Context: an optimization exercise on an open-source flow, tuned for a short achievable clock period and few clock cycles. The choices shown serve that exercise and are no tape-out recipe.
Only simulation tests tie the RTL to the original design; equivalence was not proved.
No activity file was given, so power comes from the tool's default toggle rates.

[flow/design.v]
`default_nettype none
package cpu_pkg;
	typedef logic [16-1:0] word_t;
	typedef logic [6-1:0] addr_t;
	typedef logic [3-1:0] reg_idx_t;
	typedef logic [5-1:0] opcode_t;
	typedef enum logic {idle, exec} run_state_e;
	localparam word_t nop_instr = '0;
	typedef struct packed {
		logic  we;
		logic  space;
		addr_t addr;
		word_t wdata;
	} host_req_t;
	typedef struct packed {
		word_t instr;
		word_t operand_a;
		word_t operand_b;
		word_t store_data;
	} exec_req_t;
	typedef struct packed {
		word_t instr;
		word_t result;
		word_t store_data;
		logic  we;
	} mem_req_t;
	typedef struct packed {
		logic     valid;
		reg_idx_t index;
		word_t    value;
	} reg_write_t;
	function automatic logic [5-1:0] op_of(logic [16-1:0] instr);
		op_of = instr[15:11];
	endfunction
	function automatic logic [3-1:0] r1_of(logic [16-1:0] instr);
		r1_of = instr[10:8];
	endfunction
	function automatic logic [3-1:0] r2_of(logic [16-1:0] instr);
		r2_of = instr[6:4];
	endfunction
	function automatic logic [3-1:0] r3_of(logic [16-1:0] instr);
		r3_of = instr[2:0];
	endfunction
	function automatic logic is_control(logic [5-1:0] op);
		is_control = op[4:3] == 2'b11;
	endfunction
	function automatic logic is_reg3(logic [5-1:0] op);
		is_reg3 = (op == 5'b01000 || op == 5'b01011 || op == 5'b01100 || op == 5'b01101 || op == 5'b01111 || op == 5'b01110);
	endfunction
	function automatic logic reads_r1(logic [5-1:0] op);
		reads_r1 = (op == 5'b00011 || op == 5'b01001 || op == 5'b10011 || op == 5'b10000 || op == 5'b11010 || op == 5'b11011 || op == 5'b11100 || op == 5'b11101);
	endfunction
	function automatic logic reads_r2(logic [5-1:0] op);
		reads_r2 = is_reg3(op) || op == 5'b00010 || op == 5'b00011;
	endfunction
	function automatic logic writes_reg(logic [5-1:0] op);
		writes_reg = (op == 5'b00010 || op == 5'b10000 || op == 5'b01000 || op == 5'b01001 || op == 5'b01011 || op == 5'b10011 || op == 5'b01101 || op == 5'b01111 || op == 5'b01110);
	endfunction
endpackage
`default_nettype wire
`timescale 1ns/1ns
`default_nettype none
module run_control (
	input  wire  clock,
	input  wire  reset,
	input  wire  i_start,
	input  wire  i_enable,
	input  wire  i_wb_halt,
	output logic o_running,
	output logic o_advance,
	output logic o_clear
);
	cpu_pkg::run_state_e state;
	cpu_pkg::run_state_e state_next;
	always_comb
	begin
		state_next = state;
		case (state)
			cpu_pkg::idle:
				if (i_start && i_enable)
					state_next = cpu_pkg::exec;
			cpu_pkg::exec:
				if (i_enable && i_wb_halt)
					state_next = cpu_pkg::idle;
			default:
				state_next = cpu_pkg::idle;
		endcase
	end
	always_ff @(posedge clock or negedge reset)
	begin
		if (!reset)
			state <= cpu_pkg::idle;
		else
			state <= state_next;
	end
	assign o_running = (state == cpu_pkg::exec);
	assign o_advance = o_running && i_enable && !i_wb_halt;
	assign o_clear = (state == cpu_pkg::idle) && i_start && i_enable;
endmodule
`default_nettype wire
`timescale 1ns/1ns
`default_nettype none
module fetch_stage (
	input  wire                       clock,
	input  wire                       reset,
	input  wire                       i_advance,
	input  wire                       i_clear,
	input  wire cpu_pkg::host_req_t   i_host,
	input  wire cpu_pkg::word_t       i_operand_instr,
	input  wire cpu_pkg::word_t       i_execute_instr,
	input  wire cpu_pkg::mem_req_t    i_mem,
	input  wire                       i_flag_z,
	input  wire                       i_flag_n,
	output cpu_pkg::word_t            o_instr
);
	cpu_pkg::word_t prog_mem [64];
	cpu_pkg::addr_t pc;
	cpu_pkg::word_t fetched;
	cpu_pkg::opcode_t mem_op;
	logic load_use;
	logic control_busy;
	logic taken;
	function automatic logic load_hazard(cpu_pkg::word_t producer, cpu_pkg::word_t consumer);
		cpu_pkg::opcode_t c_op;
		cpu_pkg::reg_idx_t dest;
		c_op = cpu_pkg::op_of(consumer);
		dest = cpu_pkg::r1_of(producer);
		load_hazard = cpu_pkg::op_of(producer) == 5'b00010
			&& ((cpu_pkg::reads_r1(c_op) && cpu_pkg::r1_of(consumer) == dest)
			|| (cpu_pkg::reads_r2(c_op) && cpu_pkg::r2_of(consumer) == dest)
			|| (cpu_pkg::is_reg3(c_op) && cpu_pkg::r3_of(consumer) == dest));
	endfunction
	always_ff @(posedge clock)
	begin
		if (i_host.we && !i_host.space)
			prog_mem[i_host.addr] <= i_host.wdata;
	end
	assign fetched = prog_mem[pc];
	assign load_use = load_hazard(o_instr, fetched);
	assign control_busy = cpu_pkg::is_control(cpu_pkg::op_of(o_instr))
		|| cpu_pkg::is_control(cpu_pkg::op_of(i_operand_instr));
	assign mem_op = cpu_pkg::op_of(i_execute_instr);
	always_comb
	begin
		case (mem_op)
			5'b11000: taken = 1'b1;
			5'b11010:   taken = i_flag_z;
			5'b11011:  taken = !i_flag_z;
			5'b11100:   taken = i_flag_n;
			5'b11101:  taken = !i_flag_n;
			default:      taken = 1'b0;
		endcase
	end
	always_ff @(posedge clock or negedge reset)
	begin
		if (!reset)
		begin
			pc <= '0;
			o_instr <= cpu_pkg::nop_instr;
		end
		else if (i_clear)
		begin
			pc <= '0;
			o_instr <= cpu_pkg::nop_instr;
		end
		else if (i_advance)
		begin
			if (load_use || control_busy)
				o_instr <= cpu_pkg::nop_instr;
			else if (taken)
			begin
				pc <= i_mem.result[6-1:0];
				o_instr <= cpu_pkg::nop_instr;
			end
			else
			begin
				pc <= pc + 1'b1;
				o_instr <= fetched;
			end
		end
	end
endmodule
`default_nettype wire
`timescale 1ns/1ns
`default_nettype none
module operand_stage (
	input  wire                       clock,
	input  wire                       reset,
	input  wire                       i_advance,
	input  wire                       i_clear,
	input  wire cpu_pkg::word_t       i_instr,
	input  wire cpu_pkg::word_t       i_execute_result,
	input  wire cpu_pkg::word_t       i_mem_result,
	input  wire cpu_pkg::mem_req_t    i_mem,
	input  wire cpu_pkg::reg_write_t  i_write,
	output cpu_pkg::exec_req_t        o_exec,
	output cpu_pkg::word_t            o_instr
);
	cpu_pkg::word_t regs [8];
	cpu_pkg::opcode_t op;
	cpu_pkg::word_t r1_val;
	cpu_pkg::word_t r2_val;
	cpu_pkg::word_t r3_val;
	cpu_pkg::word_t imm;
	cpu_pkg::exec_req_t exec_next;
	function automatic cpu_pkg::word_t read_reg(cpu_pkg::reg_idx_t idx);
		cpu_pkg::word_t value;
		if (cpu_pkg::writes_reg(cpu_pkg::op_of(o_exec.instr))
			&& cpu_pkg::r1_of(o_exec.instr) == idx)
			value = i_execute_result;
		else if (cpu_pkg::writes_reg(cpu_pkg::op_of(i_mem.instr))
			&& cpu_pkg::r1_of(i_mem.instr) == idx)
			value = i_mem_result;
		else if (i_write.valid && i_write.index == idx)
			value = i_write.value;
		else
			value = regs[idx];
		read_reg = value;
	endfunction
	always_ff @(posedge clock or negedge reset)
	begin
		if (!reset)
		begin
			for (int i = 0; i < 8; i++)
				regs[i] <= '0;
		end
		else if (i_advance && i_write.valid)
			regs[i_write.index] <= i_write.value;
	end
	always_comb
	begin
		op = cpu_pkg::op_of(i_instr);
		r1_val = read_reg(cpu_pkg::r1_of(i_instr));
		r2_val = read_reg(cpu_pkg::r2_of(i_instr));
		r3_val = read_reg(cpu_pkg::r3_of(i_instr));
		case (op)
			5'b10000:                 imm = {i_instr[7:0], 8'b0};
			5'b00010, 5'b00011:  imm = {12'b0, i_instr[3:0]};
			default:                      imm = {8'b0, i_instr[7:0]};
		endcase
		exec_next.instr = i_instr;
		exec_next.operand_a = cpu_pkg::reads_r2(op) ? r2_val : r1_val;
		exec_next.operand_b = cpu_pkg::is_reg3(op) ? r3_val : imm;
		exec_next.store_data = r1_val;
	end
	always_ff @(posedge clock or negedge reset)
	begin
		if (!reset)
			o_exec <= '0;
		else if (i_clear)
			o_exec <= '0;
		else if (i_advance)
			o_exec <= exec_next;
	end
	assign o_instr = o_exec.instr;
endmodule
`default_nettype wire
`timescale 1ns/1ns
`default_nettype none
module execute_stage (
	input  wire                       clock,
	input  wire                       reset,
	input  wire                       i_advance,
	input  wire                       i_clear,
	input  wire cpu_pkg::exec_req_t   i_exec,
	output cpu_pkg::word_t            o_result,
	output cpu_pkg::mem_req_t         o_mem,
	output logic                      o_flag_z,
	output logic                      o_flag_n
);
	cpu_pkg::opcode_t op;
	cpu_pkg::word_t alu;
	logic sets_flags;
	always_comb
	begin
		op = cpu_pkg::op_of(i_exec.instr);
		case (op)
			5'b01000, 5'b01001, 5'b10000,
			5'b00010, 5'b00011,
			5'b11010, 5'b11011, 5'b11100, 5'b11101:
				alu = i_exec.operand_a + i_exec.operand_b;
			5'b01011, 5'b10011, 5'b01100:
				alu = i_exec.operand_a - i_exec.operand_b;
			5'b01101:
				alu = i_exec.operand_a & i_exec.operand_b;
			5'b01111:
				alu = i_exec.operand_a | i_exec.operand_b;
			5'b01110:
				alu = i_exec.operand_a ^ i_exec.operand_b;
			5'b11000:
				alu = i_exec.operand_b;
			default:
				alu = '0;
		endcase
	end
	assign sets_flags = (op == 5'b01000 || op == 5'b01001 || op == 5'b10000 || op == 5'b01011 || op == 5'b10011 || op == 5'b01100 || op == 5'b01101 || op == 5'b01111 || op == 5'b01110);
	assign o_result = alu;
	always_ff @(posedge clock or negedge reset)
	begin
		if (!reset)
		begin
			o_flag_z <= 1'b0;
			o_flag_n <= 1'b0;
			o_mem <= '0;
		end
		else if (i_clear)
		begin
			o_flag_z <= 1'b0;
			o_flag_n <= 1'b0;
			o_mem <= '0;
		end
		else if (i_advance)
		begin
			if (sets_flags)
			begin
				o_flag_z <= (alu == '0);
				o_flag_n <= alu[16-1];
			end
			o_mem.instr <= i_exec.instr;
			o_mem.result <= alu;
			o_mem.store_data <= i_exec.store_data;
			o_mem.we <= (op == 5'b00011);
		end
	end
endmodule
`default_nettype wire
`timescale 1ns/1ns
`default_nettype none
module writeback_stage (
	input  wire                       clock,
	input  wire                       reset,
	input  wire                       i_advance,
	input  wire                       i_clear,
	input  wire cpu_pkg::mem_req_t    i_mem,
	input  wire cpu_pkg::word_t       i_load_data,
	output cpu_pkg::word_t            o_mem_result,
	output cpu_pkg::reg_write_t       o_write,
	output logic                      o_halt
);
	cpu_pkg::word_t wb_instr;
	cpu_pkg::word_t wb_value;
	assign o_mem_result = (cpu_pkg::op_of(i_mem.instr) == 5'b00010) ? i_load_data : i_mem.result;
	always_ff @(posedge clock or negedge reset)
	begin
		if (!reset)
		begin
			wb_instr <= cpu_pkg::nop_instr;
			wb_value <= '0;
		end
		else if (i_clear)
		begin
			wb_instr <= cpu_pkg::nop_instr;
			wb_value <= '0;
		end
		else if (i_advance)
		begin
			wb_instr <= i_mem.instr;
			wb_value <= o_mem_result;
		end
	end
	assign o_write.valid = cpu_pkg::writes_reg(cpu_pkg::op_of(wb_instr));
	assign o_write.index = cpu_pkg::r1_of(wb_instr);
	assign o_write.value = wb_value;
	assign o_halt = (cpu_pkg::op_of(wb_instr) == 5'b00001);
endmodule
`default_nettype wire
`timescale 1ns/1ns
`default_nettype none
module data_mem (
	input  wire                       clock,
	input  wire                       i_running,
	input  wire                       i_advance,
	input  wire cpu_pkg::mem_req_t    i_mem,
	input  wire cpu_pkg::host_req_t   i_host,
	output cpu_pkg::word_t            o_load_data,
	output cpu_pkg::word_t            o_host_rdata
);
	cpu_pkg::word_t mem [64];
	cpu_pkg::addr_t cpu_addr;
	assign cpu_addr = i_mem.result[6-1:0];
	always_ff @(posedge clock)
	begin
		if (i_running)
		begin
			if (i_advance && i_mem.we)
				mem[cpu_addr] <= i_mem.store_data;
		end
		else if (i_host.we && i_host.space)
			mem[i_host.addr] <= i_host.wdata;
	end
	assign o_load_data = mem[cpu_addr];
	assign o_host_rdata = mem[i_host.addr];
endmodule
`default_nettype wire
`timescale 1ns/1ns
`default_nettype none
module cpu_top (
	input  wire                       clock,
	input  wire                       reset,
	input  wire                       i_start,
	input  wire                       i_enable,
	input  wire                       i_host_we,
	input  wire                       i_host_space,
	input  wire [6-1:0]     i_host_addr,
	input  wire [16-1:0]     i_host_wdata,
	output wire                       o_running,
	output wire [16-1:0]     o_host_rdata
);
	cpu_pkg::host_req_t i_host;
	assign i_host.we = i_host_we;
	assign i_host.space = i_host_space;
	assign i_host.addr = i_host_addr;
	assign i_host.wdata = i_host_wdata;
	logic advance;
	logic clear;
	logic wb_halt;
	logic flag_z;
	logic flag_n;
	cpu_pkg::host_req_t host_prog;
	cpu_pkg::word_t fetch_instr;
	cpu_pkg::word_t operand_instr;
	cpu_pkg::word_t execute_result;
	cpu_pkg::word_t mem_result;
	cpu_pkg::word_t load_data;
	cpu_pkg::exec_req_t exec_req;
	cpu_pkg::mem_req_t mem_req;
	cpu_pkg::reg_write_t reg_write;
	always_comb
	begin
		host_prog = i_host;
		host_prog.we = i_host.we && !o_running;
	end
	run_control run_control_i (
		.clock     (clock),
		.reset     (reset),
		.i_start   (i_start),
		.i_enable  (i_enable),
		.i_wb_halt (wb_halt),
		.o_running (o_running),
		.o_advance (advance),
		.o_clear   (clear)
	);
	fetch_stage fetch_stage_i (
		.clock           (clock),
		.reset           (reset),
		.i_advance       (advance),
		.i_clear         (clear),
		.i_host          (host_prog),
		.i_operand_instr (operand_instr),
		.i_execute_instr (mem_req.instr),
		.i_mem           (mem_req),
		.i_flag_z        (flag_z),
		.i_flag_n        (flag_n),
		.o_instr         (fetch_instr)
	);
	operand_stage operand_stage_i (
		.clock            (clock),
		.reset            (reset),
		.i_advance        (advance),
		.i_clear          (clear),
		.i_instr          (fetch_instr),
		.i_execute_result (execute_result),
		.i_mem_result     (mem_result),
		.i_mem            (mem_req),
		.i_write          (reg_write),
		.o_exec           (exec_req),
		.o_instr          (operand_instr)
	);
	execute_stage execute_stage_i (
		.clock     (clock),
		.reset     (reset),
		.i_advance (advance),
		.i_clear   (clear),
		.i_exec    (exec_req),
		.o_result  (execute_result),
		.o_mem     (mem_req),
		.o_flag_z  (flag_z),
		.o_flag_n  (flag_n)
	);
	writeback_stage writeback_stage_i (
		.clock        (clock),
		.reset        (reset),
		.i_advance    (advance),
		.i_clear      (clear),
		.i_mem        (mem_req),
		.i_load_data  (load_data),
		.o_mem_result (mem_result),
		.o_write      (reg_write),
		.o_halt       (wb_halt)
	);
	data_mem data_mem_i (
		.clock        (clock),
		.i_running    (o_running),
		.i_advance    (advance),
		.i_mem        (mem_req),
		.i_host       (i_host),
		.o_load_data  (load_data),
		.o_host_rdata (o_host_rdata)
	);
endmodule
`default_nettype wire
[flow/config.mk]
export PLATFORM = sky130hd
export DESIGN_NAME = cpu_top
export DESIGN_NICKNAME = cpu_top
export VERILOG_FILES = /design/flow/design.v
export SDC_FILE = /design/flow/constraint.sdc
export NUM_CORES = 4
export LEC_CHECK = 0
export CAP_MARGIN = 20
export CORE_MARGIN = 2
export CORE_UTILIZATION = 40
export PLACE_DENSITY = 0.6
export SLEW_MARGIN = 20
[flow/constraint.sdc]
create_clock -name core_clock -period 9.0 [get_ports {clock}]
set_input_delay 1.8000 -clock core_clock [delete_from_list [all_inputs] [get_ports {clock}]]
set_output_delay 1.8000 -clock core_clock [all_outputs]
set_load 0.01 [all_outputs]
[flow/run.sh]
#!/bin/bash
# synth_recipe.tcl (not shown) runs the flow's synth.tcl, then flattens the netlist and writes it again
# the make line also repeats each setting of config.mk as NAME=value (left out here)
make -C /OpenROAD-flow-scripts/flow DESIGN_CONFIG=/design/flow/config.mk WORK_HOME=/design/flow/orfs CLKGATE_MAP_FILE= SYNTH_SCRIPT=/design/flow/synth_recipe.tcl finish
==> run summary <==
critical path, stage by stage:
cell and delay, ns:
clkdlybuf4s50_1 0.81, inv_1 0.34, nor2_4 0.82, buf_4 0.52, buf_4 0.33, a22oi_1 0.12, a41oi_1 0.35, nor4_1 0.18
nand3_1 0.18, clkdlybuf4s50_1 0.59
synthesized netlist by cell type, types with 35 or more instances:
cell type,instances,area share
nand2b_1,37,0.0022
a22o_1,70,0.0060
buf_2,54,0.0026
edfxtp_1,2048,0.60
nand3_1,132,0.0064
nor3_1,36,0.0017
inv_1,66,0.0024
a221oi_1,83,0.0071
o21ai_0,168,0.0082
nor2_1,272,0.0099
nor4_1,35,0.0021
dfrtp_1,274,0.067
a31oi_1,61,0.0037
a41oi_1,66,0.0056
mux4_2,634,0.14
mux2i_1,129,0.013
mux2_2,159,0.017
nand2_1,316,0.012
xnor2_1,42,0.0036
a21oi_1,169,0.0082
ha_1,49,0.0060
clkbuf_1,344,0.013
buf_1,59,0.0021
a22oi_1,484,0.035
cells by family (layout without fill, tap and decap cells):
logic type	count (synthesis)	count (layout)	synth area share
flops	2322	2322	0.663
fa+ha+maj	50	50	0.00614
compound gates	1313	1313	0.0908
buf+inv	556	758	0.0228
xor+xnor	68	68	0.00578
other cells	0	4	0
mux	922	922	0.168
simple gates	960	960	0.0425
flip-flops by register name (all words and copies together), names as in the netlist:
| register | cells |
|---|---|
| data_mem_i.mem | 1024 |
| execute_stage_i.o_flag_n | 1 |
| execute_stage_i.o_flag_z | 1 |
| execute_stage_i.o_mem | 41 |
| fetch_stage_i.o_instr | 16 |
| fetch_stage_i.pc | 6 |
| fetch_stage_i.prog_mem | 1024 |
| operand_stage_i.o_exec | 56 |
| operand_stage_i.regs | 128 |
| run_control_i.state | 1 |
| writeback_stage_i.wb_instr | 8 |
| writeback_stage_i.wb_value | 16 |
worst max path at each step:
stage | start | endpoint | slack, ns | cells past startpoint
final | i_host_addr[2] | o_host_rdata[1] | 1.12 | 10
after global routing | i_host_addr[2] | o_host_rdata[1] | 1.10 | 10
after CTS | i_host_addr[2] | o_host_rdata[1] | 1.26 | 10
after detailed placement | i_host_addr[2] | o_host_rdata[1] | 1.29 | 10
after global placement | i_host_addr[2] | o_host_rdata[11] | 1.31 | 9
after floorplan | i_host_addr[2] | o_host_rdata[8] | 3.63 | 10
layout by cell type (no fill, tap or decap), types with 49 or more instances in the layout:
cell,count
nor2_4,57
edfxtp_1,2048
a221oi_1,83
nand3_1,131
a41oi_1,66
mux2i_1,129
dfrtp_1,258
nor2_2,73
nand2_1,315
ha_1,49
a31oi_1,61
a22oi_1,484
clkbuf_16,230
buf_4,199
mux2_2,145
clkinv_1,54
nor2_1,142
a21oi_1,169
a22o_1,70
o21ai_0,168
inv_1,66
mux4_2,634
per-stage QoR:
stage	setup slack (ns)	instance area, sq um	cells	hold WS (ns)
final	1.12	116000	9781	0.436
after floorplan	3.63	103000	6191	0.430
after detailed placement	1.29	108000	9350	0.454
after CTS	1.26	116000	9777	0.438
after global routing	1.10	116000	9779	0.491
after global placement	1.31	108000	9349	0.449
layout make-up:
type / count / area (sq um) / area share
tap: 3384 / 4230 / 0.0365
inverter: 70 / 264 / 0.00228
clock inverter: 153 / 1840 / 0.0159
sequential: 2322 / 68400 / 0.590
timing repair buffer: 261 / 2210 / 0.0191
clock buffer: 274 / 5940 / 0.0512
antenna: 4 / 10.0 / 0.0000863
multi-input combinational: 3313 / 33100 / 0.285
report_power, final:
| part | leakage (nW) | internal [mW] | switching, mW |
|---|---|---|---|
| registers | 22.1 | 12.9 | 0.873 |
| clock network | 3.74 | 5.63 | 4.28 |
| logic | 11.3 | 4.51 | 7.03 |
routing by layer:
| layer | track usage | vias to the layer above | wire (um) |
|---|---|---|---|
| met5 | 0 | - | 43 |
| met4 | 0.0945 | 6 | 13800 |
| met3 | 0.0460 | 740 | 32300 |
| met2 | 0.366 | 3925 | 146000 |
| met1 | 0.338 | 33500 | 128000 |
| li1 | - | 25500 | - |
==> impl_metrics.toml <==
[run_status]
status = "no timing/DRC/antenna violations"

[critical_path]
cp-start-kind = "input port"
arrival_ns = 6.08
cp.required_ns = 7.20
r2r_slack_ns = 3.27
path_max_fanout = 25
cp-end-kind = "output port"
r2r_start = "fetch_stage_i.pc[0]"
reg2reg_to = "fetch_stage_i.o_instr[2]"
crit_type = "in -> out"
ff2ff_path_depth = 11

[detailed_routing]
first_pass_iters = 7
routedWlPerCell_um = 32.7
drt-total-wl_um = 320000
vias_per_cell = 6.51
drc = 0
vias = 63700
postRouteAntennaNets = 0
drtIter0Drc = 9048

[timing]
setup_tns_ns = 0
fin_skew_ns = 0.0709
fin_crit_sh = 0.875
fmax_ghz = 0.127
hold_viol = 0
setup_viol = 0
worst_pin_slew_ns = 1.21
period_minus_slack_ns = 7.88
relSlewSlack = 0.189
slew_viol_final = 0
rsz0062_at_grt = "no"

[clock_tree]
numCtsBuffers = 229
hold_buffers = 0
clk_path_buf_depth = 3
clk_pin_slew_ns = 0.07
cts.sinks = 2322
cts_tree = "built"
cts-resized-gates = 0
postCtsSetupBuffers = 0
ctsRootBufferMaster = "clkbuf_16"
clkLatencyLatePin_ns = 0.90
htreeDepth = 4

[layout]
fin_util = 0.452
area_delta_synth_final_pct = 12.6
nFillCells = 21900
drive_gt1_frac = 0.241
nets = 6275

[grt]
antenna_found_initial = 12
overflow = 0
grt_pass1_wl_um = 458000
grt_pass1_vias = 62300
grt_max_degree = 132
grt_usage = 0.239

[pwr]
p_per_area_nw_per_um2 = 304
power_mw = 35.2
leakage_nw = 37.1
ir_worst_vdd_mv = 0.219

[synth]
syn_area_sq_um = 103000
seq_area_frac_synth = 0.663
ys_types = 78
synth_warnings = 8
synth_edf_count = 2048
synth_async_sr_flop_share = 0.118
ys_ff_latch = 2322
syn_nets = 6269
synth.avg_cell_area_sq_um = 16.6
yosys_most_used_dff = "edfxtp_1"
post_synth_inst_count = 6191

[floorplan]
dieArea_sq_um = 262000
die_w_um = 512
die_h_um = 512
core-area_sq_um = 256000
ios = 45
core.rowCount = 186
start_util = 0.402

[placement]
post-dp-hpwl_um = 191000
place_congestion = 0.878
io_buffers = 44

[hold_path]
holdPathEnd = "execute_stage_i.o_mem[1]"
hold-path-cell-count = 2
hold_class = "reg -> reg"
min_from = "operand_stage_i.o_exec[0]"

[flow_run]
max_cap_violations = 0
Testbench counts, summed over its fixed seeds: cycles 21,429.

==> separate check: timing with driven ports <==
In the flow no input, the clock included, has a driving cell. The finished layout below was timed again as built, in two steps. Step 1 (the two cells are an assumption about what drives the block):
set clk [get_ports {clock}]
set_driving_cell -lib_cell sky130_fd_sc_hd__clkbuf_16 $clk
set_driving_cell -lib_cell sky130_fd_sc_hd__buf_2 [delete_from_list [all_inputs] $clk]
Step 2, shift: input delay + t, output delay - t, t = (earliest + latest rising clock arrival at the registers) / 2. This alone moves slack from input paths to output paths. Three values: no drivers, after step 1, after step 2; two values: the first two.
shift t [ns]: 0.953
setup WS [ns]: 1.121 / 1.014 / 1.014
worst setup path at the end: input to output
worst slew at a driven data input, ns: 0.11
After both steps setup and hold are still met in this run. The setup slack of this run moves by -0.107 ns with the drivers and by -0.107 ns with both steps.
